What follows belongs to an exercise in optimizing a design on an open flow for small area and a short achievable clock period; a production flow would make more cautious choices.
At most, simulation tests tie the RTL to the original design; equivalence was not proved.
No activity file was given, so power comes from the tool's default toggle rates.

==> v5 <==
Design divTop, start of the top module:
module divTop (
    input  logic        clk,
    input  logic        arstN,
    input  logic        inValid,
    input  logic [15:0] dividend,
    input  logic [15:0] divisor,
    output logic        outValid,
    output logic [15:0] quotient,
    output logic [15:0] remainder,
    output logic        err
);
    logic [14:0] am_c, dm_c;
    logic        neg_c, err_c;
    assign am_c  = dividend[15] ? (~dividend[14:0] + 15'd1) : dividend[14:0];
    assign dm_c  = divisor[15] ? (~divisor[14:0] + 15'd1) : divisor[14:0];
    assign neg_c = dividend[15] ^ divisor[15];
    assign err_c = (dividend == 16'h8000) || (divisor[14:0] == 15'd0);
    logic am14_c, dOne_c;
    assign am14_c = dividend[15] ? (~dividend[14] ^ (dividend[13:0] == 14'd0)) : dividend[14];
    assign dOne_c = (divisor == 16'h0001) || (divisor == 16'hffff);
    logic [0:0] qs0, r0;
    assign qs0 = am14_c & dOne_c;
    assign r0  = am14_c & ~dOne_c;
    logic [13:0] ar_1;
    assign ar_1 = am_c[13:0];
    logic v_1;
    always_ff @(posedge clk or negedge arstN)
        if (!arstN) v_1 <= 1'b0;
        else        v_1 <= inValid;
    logic [14:0] d_1;
    logic [13:0] a_1;
    logic [0:0] q_1;
    logic [0:0] r_1;
    logic [0:0] neg_1;
    logic [0:0] err_1;
    always_ff @(posedge clk) begin
        d_1 <= dm_c;
        a_1 <= ar_1;
        q_1 <= qs0;
        r_1 <= r0;
        neg_1 <= neg_c;
        err_1 <= err_c;
    end
    logic [1:0] s1;
    assign s1 = {r_1, a_1[13]};
    logic [1:0] p1, t1;
    logic [2:0] c1;
    assign p1 = ~(s1 ^ d_1[1:0]);
    logic g1_0_1;
    assign g1_0_1 = (s1[1] & ~d_1[1]) | (p1[1] & (s1[0] | ~d_1[0]));
    assign c1[0] = 1'b1;
    assign c1[1] = (s1[0] | ~d_1[0]);
    assign c1[2] = g1_0_1;
    assign t1 = p1 ^ c1[1:0];
    logic qb1;
    assign qb1 = c1[2] & (d_1[14:2] == 13'd0);
    logic [1:0] r1;
    assign r1 = qb1 ? t1 : s1;
    logic [1:0] qs1;
    assign qs1 = {q_1, qb1};
    logic [2:0] s2;
    assign s2 = {r1, a_1[12]};
    logic [2:0] p2, t2;
    logic [3:0] c2;
    assign p2 = ~(s2 ^ d_1[2:0]);
    logic g2_0_1;
    assign g2_0_1 = (s2[1] & ~d_1[1]) | (p2[1] & (s2[0] | ~d_1[0]));
    logic g2_2_2;
    assign g2_2_2 = (s2[2] & ~d_1[2]) | (p2[2] & g2_0_1);
    assign c2[0] = 1'b1;
  ...
Settings: LEC_CHECK=0, CAP_MARGIN=20, CORE_MARGIN=2, CORE_UTILIZATION=40, CTS_BUF_LIST=sky130_fd_sc_hd__clkbuf_16, CTS_CLUSTER_DIAMETER=150, CTS_CLUSTER_SIZE=25, SLEW_MARGIN=20; clock period 11.0 ns.
standard.sh (not shown) runs the stock make flow with config.mk's settings and CLKGATE_MAP_FILE= SYNTH_SCRIPT=/design/flow/synth_recipe.tcl, a recipe that flattens the netlist after the stock synthesis.
==> flow/flow/run.sh <==
#!/bin/bash
# Standard layout (the standard.sh), with timing repair aiming a few ns below the clock
# period (flow/margin.txt, passed as SETUP_SLACK_MARGIN) and any extra ORFS make variables
# listed one per line in flow/extra.txt. The whole output goes to standard_flow.log here.
set -euo pipefail
cd "$(dirname "$0")/.."
MARGIN=$(cat flow/margin.txt)
ARGS=()
if [[ -f flow/extra.txt ]]; then
  while IFS= read -r line; do
    [[ -n "$line" ]] && ARGS+=("$line")
  done < flow/extra.txt
fi
bash standard.sh "SETUP_SLACK_MARGIN=$MARGIN" "${ARGS[@]}" finish > standard_flow.log 2>&1
==> flow/flow/extra.txt <==
BUFFER_PORTS_ARGS=-buffer_cell sky130_fd_sc_hd__buf_2
==> flow/flow/margin.txt <==
6
==> v12 (differences from v5) <==
- ABC_AREA: default -> 1
==> v10 (differences from v5) <==
==> flow/flow/margin.txt (replaced) <==
7
- ABC_AREA: default -> 1
==> v27 (differences from v5) <==
==> flow/flow/margin.txt (replaced) <==
6.5
- CORE_UTILIZATION: 40 -> 55
- PLACE_DENSITY: default -> 0.75
==> comparison table <==
metric                                                                                                   v27                       v5                      v10                      v12
Post-Synthesis Cell Area                                                                          13,900 µm²               13,900 µm²               15,100 µm²               15,100 µm²
Non-clock inverter count in the final layout                                                             128                      128                      306                      306
Design internal power                                                                                2190 µW                  2170 µW                  2100 µW                  2100 µW
Number of setup buffers added after CTS                                                                   10                        0                        1                        0
Antenna violations before repair                                                                           0                        0                        1                        1
Sequential power                                                                                     1410 µW                  1410 µW                  1420 µW                  1420 µW
Destination of the critical timing path                                                       r_4[5]$_DFF_P_           r_4[3]$_DFF_P_           r_2[2]$_DFF_P_           r_2[2]$_DFF_P_
XOR/XNOR share of the synthesized area                                                                0.0694                   0.0694                   0.0481                   0.0481
Tap Count                                                                                                330                      455                      511                      511
Pre-antenna DRT Iters                                                                                      5                        4                        5                        5
Status                                                                               complete, no violations  complete, no violations  complete, no violations  complete, no violations
Actual transition at the worst max-transition pin                                                   0.718 ns                 0.926 ns                 0.773 ns                 0.777 ns
First-pass GRT wire length                                                                         40,300 µm                41,100 µm                55,600 µm                55,600 µm
Combinational Power Share                                                                              0.386                    0.377                    0.390                    0.388
Non-clk bufs                                                                                              90                       80                       72                       68
IR drop worst, VDD                                                                                  0.164 mV                 0.117 mV                0.0953 mV                0.0957 mV
Met2 Wirelength                                                                                    12,900 µm                12,200 µm                16,700 µm                16,500 µm
Clock transition time at the flip-flop clock pins of the worst setup and hold paths                  0.10 ns                  0.10 ns                  0.11 ns                  0.10 ns
Total die area                                                                                    26,500 µm²               36,200 µm²               39,400 µm²               39,400 µm²
Met3 routed wirelength                                                                                524 µm                   542 µm                  1030 µm                   951 µm
Sequential cell fraction of total power                                                                0.428                    0.434                    0.421                    0.423
Final Total Pwr                                                                                      3300 µW                  3250 µW                  3360 µW                  3350 µW
Reg2reg start                                                                                 a_3[8]$_DFF_P_           d_3[0]$_DFF_P_           d_1[0]$_DFF_P_           d_1[0]$_DFF_P_
Sequential cell area                                                                                6430 µm²                 6430 µm²                 6430 µm²                 6430 µm²
Placed cell area                                                                                  14,500 µm²               14,700 µm²               16,000 µm²               16,000 µm²
Launch point of the worst hold path                                                           a_2[7]$_DFF_P_           a_4[1]$_DFF_P_           d_6[9]$_DFF_P_           d_6[9]$_DFF_P_
Power attributed to the clock group                                                                   614 µW                   614 µW                   635 µW                   635 µW

========
==> v20: inputs <==
==> flow/design.v <==
`timescale 1ns/1ps
module divTop (
    input  logic        clk,
    input  logic        arstN,
    input  logic        inValid,
    input  logic [15:0] dividend,
    input  logic [15:0] divisor,
    output logic        outValid,
    output logic [15:0] quotient,
    output logic [15:0] remainder,
    output logic        err
);
    logic [14:0] am_c, dm_c;
    logic        neg_c, err_c;
    assign am_c  = dividend[15] ? (~dividend[14:0] + 15'd1) : dividend[14:0];
    assign dm_c  = divisor[15] ? (~divisor[14:0] + 15'd1) : divisor[14:0];
    assign neg_c = dividend[15] ^ divisor[15];
    assign err_c = (dividend == 16'h8000) || (divisor[14:0] == 15'd0);
    logic [0:0] s0;
    assign s0 = am_c[14];
    logic [1:0] t0;
    assign t0 = {1'b0, s0} - {1'b0, dm_c[0:0]};
    logic qb0;
    assign qb0 = ~t0[1] & (dm_c[14:1] == 14'd0);
    logic [0:0] r0;
    assign r0 = qb0 ? t0[0:0] : s0;
    logic [0:0] qs0;
    assign qs0 = qb0;
    logic [13:0] ar_1;
    assign ar_1 = am_c[13:0];
    logic v_1;
    always_ff @(posedge clk or negedge arstN)
        if (!arstN) v_1 <= 1'b0;
        else        v_1 <= inValid;
    logic [14:0] d_1;
    logic [13:0] a_1;
    logic [0:0] q_1;
    logic [0:0] r_1;
    logic [0:0] neg_1;
    logic [0:0] err_1;
    always_ff @(posedge clk) begin
        d_1 <= dm_c;
        a_1 <= ar_1;
        q_1 <= qs0;
        r_1 <= r0;
        neg_1 <= neg_c;
        err_1 <= err_c;
    end
    logic [1:0] s1;
    assign s1 = {r_1, a_1[13]};
    logic [2:0] t1;
    assign t1 = {1'b0, s1} - {1'b0, d_1[1:0]};
    logic qb1;
    assign qb1 = ~t1[2] & (d_1[14:2] == 13'd0);
    logic [1:0] r1;
    assign r1 = qb1 ? t1[1:0] : s1;
    logic [1:0] qs1;
    assign qs1 = {q_1, qb1};
    logic [2:0] s2;
    assign s2 = {r1, a_1[12]};
    logic [3:0] t2;
    assign t2 = {1'b0, s2} - {1'b0, d_1[2:0]};
    logic qb2;
    assign qb2 = ~t2[3] & (d_1[14:3] == 12'd0);
    logic [2:0] r2;
    assign r2 = qb2 ? t2[2:0] : s2;
    logic [2:0] qs2;
    assign qs2 = {qs1, qb2};
    logic [3:0] s3;
    assign s3 = {r2, a_1[11]};
    logic [4:0] t3;
    assign t3 = {1'b0, s3} - {1'b0, d_1[3:0]};
    logic qb3;
    assign qb3 = ~t3[4] & (d_1[14:4] == 11'd0);
    logic [3:0] r3;
    assign r3 = qb3 ? t3[3:0] : s3;
    logic [3:0] qs3;
    assign qs3 = {qs2, qb3};
    logic [10:0] ar_2;
    assign ar_2 = a_1[10:0];
    logic v_2;
    always_ff @(posedge clk or negedge arstN)
        if (!arstN) v_2 <= 1'b0;
        else        v_2 <= v_1;
    logic [14:0] d_2;
    logic [10:0] a_2;
    logic [3:0] q_2;
    logic [3:0] r_2;
    logic [0:0] neg_2;
    logic [0:0] err_2;
    always_ff @(posedge clk) begin
        d_2 <= d_1;
        a_2 <= ar_2;
        q_2 <= qs3;
        r_2 <= r3;
        neg_2 <= neg_1;
        err_2 <= err_1;
    end
    logic [4:0] s4;
    assign s4 = {r_2, a_2[10]};
    logic [5:0] t4;
    assign t4 = {1'b0, s4} - {1'b0, d_2[4:0]};
    logic qb4;
    assign qb4 = ~t4[5] & (d_2[14:5] == 10'd0);
    logic [4:0] r4;
    assign r4 = qb4 ? t4[4:0] : s4;
    logic [4:0] qs4;
    assign qs4 = {q_2, qb4};
    logic [5:0] s5;
    assign s5 = {r4, a_2[9]};
    logic [6:0] t5;
    assign t5 = {1'b0, s5} - {1'b0, d_2[5:0]};
    logic qb5;
    assign qb5 = ~t5[6] & (d_2[14:6] == 9'd0);
    logic [5:0] r5;
    assign r5 = qb5 ? t5[5:0] : s5;
    logic [5:0] qs5;
    assign qs5 = {qs4, qb5};
    logic [8:0] ar_3;
    assign ar_3 = a_2[8:0];
    logic v_3;
    always_ff @(posedge clk or negedge arstN)
        if (!arstN) v_3 <= 1'b0;
        else        v_3 <= v_2;
    logic [14:0] d_3;
    logic [8:0] a_3;
    logic [5:0] q_3;
    logic [5:0] r_3;
    logic [0:0] neg_3;
    logic [0:0] err_3;
    always_ff @(posedge clk) begin
        d_3 <= d_2;
        a_3 <= ar_3;
        q_3 <= qs5;
        r_3 <= r5;
        neg_3 <= neg_2;
        err_3 <= err_2;
    end
    logic [6:0] s6;
    assign s6 = {r_3, a_3[8]};
    logic [7:0] t6;
    assign t6 = {1'b0, s6} - {1'b0, d_3[6:0]};
    logic qb6;
    assign qb6 = ~t6[7] & (d_3[14:7] == 8'd0);
    logic [6:0] r6;
    assign r6 = qb6 ? t6[6:0] : s6;
    logic [6:0] qs6;
    assign qs6 = {q_3, qb6};
    logic [7:0] s7;
    assign s7 = {r6, a_3[7]};
    logic [8:0] t7;
    assign t7 = {1'b0, s7} - {1'b0, d_3[7:0]};
    logic qb7;
    assign qb7 = ~t7[8] & (d_3[14:8] == 7'd0);
    logic [7:0] r7;
    assign r7 = qb7 ? t7[7:0] : s7;
    logic [7:0] qs7;
    assign qs7 = {qs6, qb7};
    logic [6:0] ar_4;
    assign ar_4 = a_3[6:0];
    logic v_4;
    always_ff @(posedge clk or negedge arstN)
        if (!arstN) v_4 <= 1'b0;
        else        v_4 <= v_3;
    logic [14:0] d_4;
    logic [6:0] a_4;
    logic [7:0] q_4;
    logic [7:0] r_4;
    logic [0:0] neg_4;
    logic [0:0] err_4;
    always_ff @(posedge clk) begin
        d_4 <= d_3;
        a_4 <= ar_4;
        q_4 <= qs7;
        r_4 <= r7;
        neg_4 <= neg_3;
        err_4 <= err_3;
    end
    logic [8:0] s8;
    assign s8 = {r_4, a_4[6]};
    logic [9:0] t8;
    assign t8 = {1'b0, s8} - {1'b0, d_4[8:0]};
    logic qb8;
    assign qb8 = ~t8[9] & (d_4[14:9] == 6'd0);
    logic [8:0] r8;
    assign r8 = qb8 ? t8[8:0] : s8;
    logic [8:0] qs8;
    assign qs8 = {q_4, qb8};
    logic [9:0] s9;
    assign s9 = {r8, a_4[5]};
    logic [10:0] t9;
    assign t9 = {1'b0, s9} - {1'b0, d_4[9:0]};
    logic qb9;
    assign qb9 = ~t9[10] & (d_4[14:10] == 5'd0);
    logic [9:0] r9;
    assign r9 = qb9 ? t9[9:0] : s9;
    logic [9:0] qs9;
    assign qs9 = {qs8, qb9};
    logic [4:0] ar_5;
    assign ar_5 = a_4[4:0];
    logic v_5;
    always_ff @(posedge clk or negedge arstN)
        if (!arstN) v_5 <= 1'b0;
        else        v_5 <= v_4;
    logic [14:0] d_5;
    logic [4:0] a_5;
    logic [9:0] q_5;
    logic [9:0] r_5;
    logic [0:0] neg_5;
    logic [0:0] err_5;
    always_ff @(posedge clk) begin
        d_5 <= d_4;
        a_5 <= ar_5;
        q_5 <= qs9;
        r_5 <= r9;
        neg_5 <= neg_4;
        err_5 <= err_4;
    end
    logic [10:0] s10;
    assign s10 = {r_5, a_5[4]};
    logic [11:0] t10;
    assign t10 = {1'b0, s10} - {1'b0, d_5[10:0]};
    logic qb10;
    assign qb10 = ~t10[11] & (d_5[14:11] == 4'd0);
    logic [10:0] r10;
    assign r10 = qb10 ? t10[10:0] : s10;
    logic [10:0] qs10;
    assign qs10 = {q_5, qb10};
    logic [11:0] s11;
    assign s11 = {r10, a_5[3]};
    logic [12:0] t11;
    assign t11 = {1'b0, s11} - {1'b0, d_5[11:0]};
    logic qb11;
    assign qb11 = ~t11[12] & (d_5[14:12] == 3'd0);
    logic [11:0] r11;
    assign r11 = qb11 ? t11[11:0] : s11;
    logic [11:0] qs11;
    assign qs11 = {qs10, qb11};
    logic [2:0] ar_6;
    assign ar_6 = a_5[2:0];
    logic v_6;
    always_ff @(posedge clk or negedge arstN)
        if (!arstN) v_6 <= 1'b0;
        else        v_6 <= v_5;
    logic [14:0] d_6;
    logic [2:0] a_6;
    logic [11:0] q_6;
    logic [11:0] r_6;
    logic [0:0] neg_6;
    logic [0:0] err_6;
    always_ff @(posedge clk) begin
        d_6 <= d_5;
        a_6 <= ar_6;
        q_6 <= qs11;
        r_6 <= r11;
        neg_6 <= neg_5;
        err_6 <= err_5;
    end
    logic [12:0] s12;
    assign s12 = {r_6, a_6[2]};
    logic [13:0] t12;
    assign t12 = {1'b0, s12} - {1'b0, d_6[12:0]};
    logic qb12;
    assign qb12 = ~t12[13] & (d_6[14:13] == 2'd0);
    logic [12:0] r12;
    assign r12 = qb12 ? t12[12:0] : s12;
    logic [12:0] qs12;
    assign qs12 = {q_6, qb12};
    logic [13:0] s13;
    assign s13 = {r12, a_6[1]};
    logic [14:0] t13;
    assign t13 = {1'b0, s13} - {1'b0, d_6[13:0]};
    logic qb13;
    assign qb13 = ~t13[14] & (d_6[14:14] == 1'd0);
    logic [13:0] r13;
    assign r13 = qb13 ? t13[13:0] : s13;
    logic [13:0] qs13;
    assign qs13 = {qs12, qb13};
    logic [0:0] ar_7;
    assign ar_7 = a_6[0:0];
    logic v_7;
    always_ff @(posedge clk or negedge arstN)
        if (!arstN) v_7 <= 1'b0;
        else        v_7 <= v_6;
    logic [14:0] d_7;
    logic [0:0] a_7;
    logic [13:0] q_7;
    logic [13:0] r_7;
    logic [0:0] neg_7;
    logic [0:0] err_7;
    always_ff @(posedge clk) begin
        d_7 <= d_6;
        a_7 <= ar_7;
        q_7 <= qs13;
        r_7 <= r13;
        neg_7 <= neg_6;
        err_7 <= err_6;
    end
    logic [14:0] s14;
    assign s14 = {r_7, a_7[0]};
    logic [15:0] t14;
    assign t14 = {1'b0, s14} - {1'b0, d_7[14:0]};
    logic qb14;
    assign qb14 = ~t14[15];
    logic [14:0] r14;
    assign r14 = qb14 ? t14[14:0] : s14;
    logic [14:0] qs14;
    assign qs14 = {q_7, qb14};
    logic v_8;
    always_ff @(posedge clk or negedge arstN)
        if (!arstN) v_8 <= 1'b0;
        else        v_8 <= v_7;
    logic [14:0] d_8;
    logic [14:0] q_8;
    logic [14:0] r_8;
    logic [0:0] neg_8;
    logic [0:0] err_8;
    always_ff @(posedge clk) begin
        d_8 <= d_7;
        q_8 <= qs14;
        r_8 <= r14;
        neg_8 <= neg_7;
        err_8 <= err_7;
    end
    logic [15:0] qo_c;
    assign qo_c = neg_8 ? (16'd0 - {1'b0, q_8}) : {1'b0, q_8};
    assign outValid  = v_8;
    assign quotient  = qo_c;
    assign remainder = {1'b0, r_8};
    assign err       = err_8;
endmodule
==> flow/flow/run.sh <==
#!/bin/bash
# Standard layout, with timing repair aiming MARGIN ns below the clock period.
set -euo pipefail
cd "$(dirname "$0")/.."
MARGIN=$(cat flow/margin.txt)
bash standard.sh SETUP_SLACK_MARGIN=$MARGIN finish > standard_flow.log 2>&1
==> flow/flow/margin.txt <==
7.5
==> flow/standard.sh <==
#!/bin/bash
# synth_recipe.tcl (not shown) runs the flow's synth.tcl, then flattens the netlist and writes it again
# the make line also repeats each setting of config.mk as NAME=value (left out here)
make -C /OpenROAD-flow-scripts/flow DESIGN_CONFIG=/design/flow/config.mk WORK_HOME=/design/flow/orfs CLKGATE_MAP_FILE= SYNTH_SCRIPT=/design/flow/synth_recipe.tcl "${@:-finish}"
==> flow/config.mk <==
export PLATFORM = sky130hd
export DESIGN_NAME = divTop
export DESIGN_NICKNAME = divTop
export VERILOG_FILES = /design/flow/design.v
export SDC_FILE = /design/flow/constraint.sdc
export NUM_CORES = 4
export LEC_CHECK = 0
export CAP_MARGIN = 20
export CORE_MARGIN = 2
export CORE_UTILIZATION = 40
export SLEW_MARGIN = 20
==> flow/constraint.sdc <==
create_clock -name core_clock -period 11.0 [get_ports {clk}]
set_input_delay 2.2000 -clock core_clock [delete_from_list [all_inputs] [get_ports {clk}]]
set_output_delay 2.2000 -clock core_clock [all_outputs]
set_load 0.01 [all_outputs]
==> v16 (differences from v20) <==
--- a/flow/design.v
+++ b/flow/design.v
@@ -12,8 +12,17 @@
 );
+    logic        v_in;
+    logic [15:0] a_in, b_in;
+    always_ff @(posedge clk or negedge arstN)
+        if (!arstN) v_in <= 1'b0;
+        else        v_in <= inValid;
+    always_ff @(posedge clk) begin
+        a_in <= dividend;
+        b_in <= divisor;
+    end
     logic [14:0] am_c, dm_c;
     logic        neg_c, err_c;
-    assign am_c  = dividend[15] ? (~dividend[14:0] + 15'd1) : dividend[14:0];
-    assign dm_c  = divisor[15] ? (~divisor[14:0] + 15'd1) : divisor[14:0];
-    assign neg_c = dividend[15] ^ divisor[15];
-    assign err_c = (dividend == 16'h8000) || (divisor[14:0] == 15'd0);
+    assign am_c  = a_in[15] ? (~a_in[14:0] + 15'd1) : a_in[14:0];
+    assign dm_c  = b_in[15] ? (~b_in[14:0] + 15'd1) : b_in[14:0];
+    assign neg_c = a_in[15] ^ b_in[15];
+    assign err_c = (a_in == 16'h8000) || (b_in[14:0] == 15'd0);
     logic [0:0] s0;
@@ -28,4 +37,14 @@
     assign qs0 = qb0;
-    logic [13:0] ar_1;
-    assign ar_1 = am_c[13:0];
+    logic [1:0] s1;
+    assign s1 = {r0, am_c[13]};
+    logic [2:0] t1;
+    assign t1 = {1'b0, s1} - {1'b0, dm_c[1:0]};
+    logic qb1;
+    assign qb1 = ~t1[2] & (dm_c[14:2] == 13'd0);
+    logic [1:0] r1;
+    assign r1 = qb1 ? t1[1:0] : s1;
+    logic [1:0] qs1;
+    assign qs1 = {qs0, qb1};
+    logic [12:0] ar1;
+    assign ar1 = am_c[12:0];
     logic v_1;
@@ -33,7 +52,7 @@
         if (!arstN) v_1 <= 1'b0;
-        else        v_1 <= inValid;
+        else        v_1 <= v_in;
     logic [14:0] d_1;
-    logic [13:0] a_1;
-    logic [0:0] q_1;
-    logic [0:0] r_1;
+    logic [12:0] a_1;
+    logic [1:0] q_1;
+    logic [1:0] r_1;
     logic [0:0] neg_1;
@@ -42,5 +61,5 @@
         d_1 <= dm_c;
-        a_1 <= ar_1;
-        q_1 <= qs0;
-        r_1 <= r0;
+        a_1 <= ar1;
+        q_1 <= qs1;
+        r_1 <= r1;
         neg_1 <= neg_c;
@@ -48,14 +67,4 @@
     end
-    logic [1:0] s1;
-    assign s1 = {r_1, a_1[13]};
-    logic [2:0] t1;
-    assign t1 = {1'b0, s1} - {1'b0, d_1[1:0]};
-    logic qb1;
-    assign qb1 = ~t1[2] & (d_1[14:2] == 13'd0);
-    logic [1:0] r1;
-    assign r1 = qb1 ? t1[1:0] : s1;
-    logic [1:0] qs1;
-    assign qs1 = {q_1, qb1};
     logic [2:0] s2;
-    assign s2 = {r1, a_1[12]};
+    assign s2 = {r_1, a_1[12]};
     logic [3:0] t2;
@@ -67,3 +76,3 @@
     logic [2:0] qs2;
-    assign qs2 = {qs1, qb2};
+    assign qs2 = {q_1, qb2};
     logic [3:0] s3;
@@ -78,4 +87,4 @@
     assign qs3 = {qs2, qb3};
-    logic [10:0] ar_2;
-    assign ar_2 = a_1[10:0];
+    logic [10:0] ar3;
+    assign ar3 = a_1[10:0];
     logic v_2;
@@ -92,3 +101,3 @@
         d_2 <= d_1;
-        a_2 <= ar_2;
+        a_2 <= ar3;
         q_2 <= qs3;
@@ -118,4 +127,4 @@
     assign qs5 = {qs4, qb5};
-    logic [8:0] ar_3;
-    assign ar_3 = a_2[8:0];
+    logic [8:0] ar5;
+    assign ar5 = a_2[8:0];
     logic v_3;
@@ -132,3 +141,3 @@
         d_3 <= d_2;
-        a_3 <= ar_3;
+        a_3 <= ar5;
         q_3 <= qs5;
@@ -158,4 +167,4 @@
     assign qs7 = {qs6, qb7};
-    logic [6:0] ar_4;
-    assign ar_4 = a_3[6:0];
+    logic [6:0] ar7;
+    assign ar7 = a_3[6:0];
     logic v_4;
@@ -172,3 +181,3 @@
         d_4 <= d_3;
-        a_4 <= ar_4;
+        a_4 <= ar7;
         q_4 <= qs7;
@@ -198,4 +207,4 @@
     assign qs9 = {qs8, qb9};
-    logic [4:0] ar_5;
-    assign ar_5 = a_4[4:0];
+    logic [4:0] ar9;
+    assign ar9 = a_4[4:0];
     logic v_5;
@@ -212,3 +221,3 @@
         d_5 <= d_4;
-        a_5 <= ar_5;
+        a_5 <= ar9;
         q_5 <= qs9;
@@ -238,4 +247,4 @@
     assign qs11 = {qs10, qb11};
-    logic [2:0] ar_6;
-    assign ar_6 = a_5[2:0];
+    logic [2:0] ar11;
+    assign ar11 = a_5[2:0];
     logic v_6;
@@ -252,3 +261,3 @@
         d_6 <= d_5;
-        a_6 <= ar_6;
+        a_6 <= ar11;
         q_6 <= qs11;
@@ -278,4 +287,4 @@
     assign qs13 = {qs12, qb13};
-    logic [0:0] ar_7;
-    assign ar_7 = a_6[0:0];
+    logic [0:0] ar13;
+    assign ar13 = a_6[0:0];
     logic v_7;
@@ -292,3 +301,3 @@
         d_7 <= d_6;
-        a_7 <= ar_7;
+        a_7 <= ar13;
         q_7 <= qs13;
@@ -308,24 +317,14 @@
     assign qs14 = {q_7, qb14};
-    logic v_8;
+    logic [15:0] qo;
+    assign qo = neg_7 ? (16'd0 - {1'b0, qs14}) : {1'b0, qs14};
     always_ff @(posedge clk or negedge arstN)
-        if (!arstN) v_8 <= 1'b0;
-        else        v_8 <= v_7;
-    logic [14:0] d_8;
-    logic [14:0] q_8;
-    logic [14:0] r_8;
-    logic [0:0] neg_8;
-    logic [0:0] err_8;
+        if (!arstN) outValid <= 1'b0;
+        else        outValid <= v_7;
+    logic [14:0] remQ;
     always_ff @(posedge clk) begin
-        d_8 <= d_7;
-        q_8 <= qs14;
-        r_8 <= r14;
-        neg_8 <= neg_7;
-        err_8 <= err_7;
+        quotient <= qo;
+        remQ     <= r14;
+        err      <= err_7;
     end
-    logic [15:0] qo_c;
-    assign qo_c = neg_8 ? (16'd0 - {1'b0, q_8}) : {1'b0, q_8};
-    assign outValid  = v_8;
-    assign quotient  = qo_c;
-    assign remainder = {1'b0, r_8};
-    assign err       = err_8;
+    assign remainder = {1'b0, remQ};
 endmodule
==> flow/run.sh (new file) <==
#!/bin/bash
# synth_recipe.tcl (not shown) runs the flow's synth.tcl, then flattens the netlist and writes it again
# the make line also repeats each setting of config.mk as NAME=value (left out here)
make -C /OpenROAD-flow-scripts/flow DESIGN_CONFIG=/design/flow/config.mk WORK_HOME=/design/flow/orfs CLKGATE_MAP_FILE= SYNTH_SCRIPT=/design/flow/synth_recipe.tcl finish
--- a/flow/config.mk
+++ b/flow/config.mk
@@ -10,2 +10,3 @@
 export CORE_UTILIZATION = 40
+export SETUP_SLACK_MARGIN = 5
 export SLEW_MARGIN = 20
removed: flow/flow/run.sh
removed: flow/flow/margin.txt
removed: flow/standard.sh
==> summary of the runs <==
In v16 the sequential power is larger than in v20, by about 10%. In v16 the combinational power is lower than in v20, by 22%. Of v16 and v20, v20 has the higher worst setup slack (gap 0.89 ns). Of v16 and v20, v20 has the higher register-to-register slack (gap 0.92 ns). Against v20, the global-route usage of v16 is lower by 1.4 points. Via count: v20 is higher than v16 (about 3.3%). In v16 the flip-flop and latch count is higher than in v20, by 34. Of v20 and v16, v20 has the higher total power (gap 4.2%, measured against v16). Of v20 and v16, v20 has the higher utilization (gap 8.9 points). Against v20, the die area of v16 is larger by about 4.6%.
==> figures <==
| quantity | v16 | v20 |
|---|---|---|
| Result of the run | finished clean | finished clean |
| Switching fraction of total power | 0.3030 | 0.3126 |
| Fraction of area in multi-input gates | 0.3978 | 0.4411 |
| Power per unit of standard cell area | 239.5 nW/um^2 | 221.3 nW/um^2 |
| Average wire length per cell after detail routing | 13.12 um | 13.60 um |
| Wirelength, routed | 26040 um | 27690 um |
| Amount of wire on met2 after detailed routing | 13110 um | 15210 um |
| Post-synthesis cell type count | 62 | 71 |
| Worst Path Max Fanout | 23 | 4 |
| Site Rows | 69 | 67 |
| Detailed-router iteration count before antenna repair | 4 | 7 |
| Signal buffers | 73 | 204 |
| Asr flop ratio synth | 0.02550 | 0.02508 |
| Fraction of synthesized area in multiplexers | 0.05180 | 0.06516 |
| Crit path time final | 5.091 ns | 4.201 ns |
| Area taken by flip-flops and latches | 7112 um^2 | 6476 um^2 |
| Number of clock sinks | 353 | 319 |
| Hold worst-path end | a_3[6] | q_7[5] |
| Slew @ Worst Pin | 0.9671 ns | 0.7304 ns |
| Register share of the cell area | 0.4206 | 0.3395 |
| Max stage delay on crit path | 0.44 ns | 0.34 ns |
| Nonclk inv count | 130 | 131 |
Only the layout flow was run in v16; the RTL was not checked for function there.

## separate check: timing with driven ports
In the flow no input, the clock included, has a driving cell. The finished layouts below were timed again as built, in two steps.
Step 1 assumes that a clkbuf_16 drives the clock port and a buf_2 every other input.
Step 2 also shifts input and output timing later by t, the mid clock arrival at the registers, as if the neighbouring blocks saw the same clock.
a / b / c = no drivers / after step 1 / after step 2; a / b = the first two.
| run | t (ns) | setup WS [ns] | hold slack, ns | latest minus earliest clock arrival (ns) | cell pins on the clock port's net |
|---|---|---|---|---|---|
| v5 | 0.547 | 6.346 / 6.346 / 6.346 | 0.321 / 0.321 / 0.321 | 0.030 / 0.031 | 1 |
| v12 | 0.560 | 6.927 / 6.927 / 6.927 | 0.321 / 0.321 / 0.321 | 0.040 / 0.040 | 1 |
| v10 | 0.560 | 7.154 / 7.154 / 7.115 | 0.320 / 0.320 / 0.320 | 0.037 / 0.036 | 1 |
| v27 | 0.542 | 6.572 / 6.572 / 6.572 | 0.322 / 0.322 / 0.322 | 0.023 / 0.023 | 1 |
| v20 | 0.567 | 6.799 / 6.750 / 6.338 | 0.323 / 0.323 / 0.323 | 0.016 / 0.016 | 1 |
| v16 | 0.579 | 5.909 / 5.909 / 5.909 | 0.324 / 0.324 / 0.324 | 0.008 / 0.007 | 1 |
After both steps setup and hold are still met in every run listed. The setup slack of v20, which loses most, moves by -0.049 ns with the drivers and by -0.461 ns with both steps.
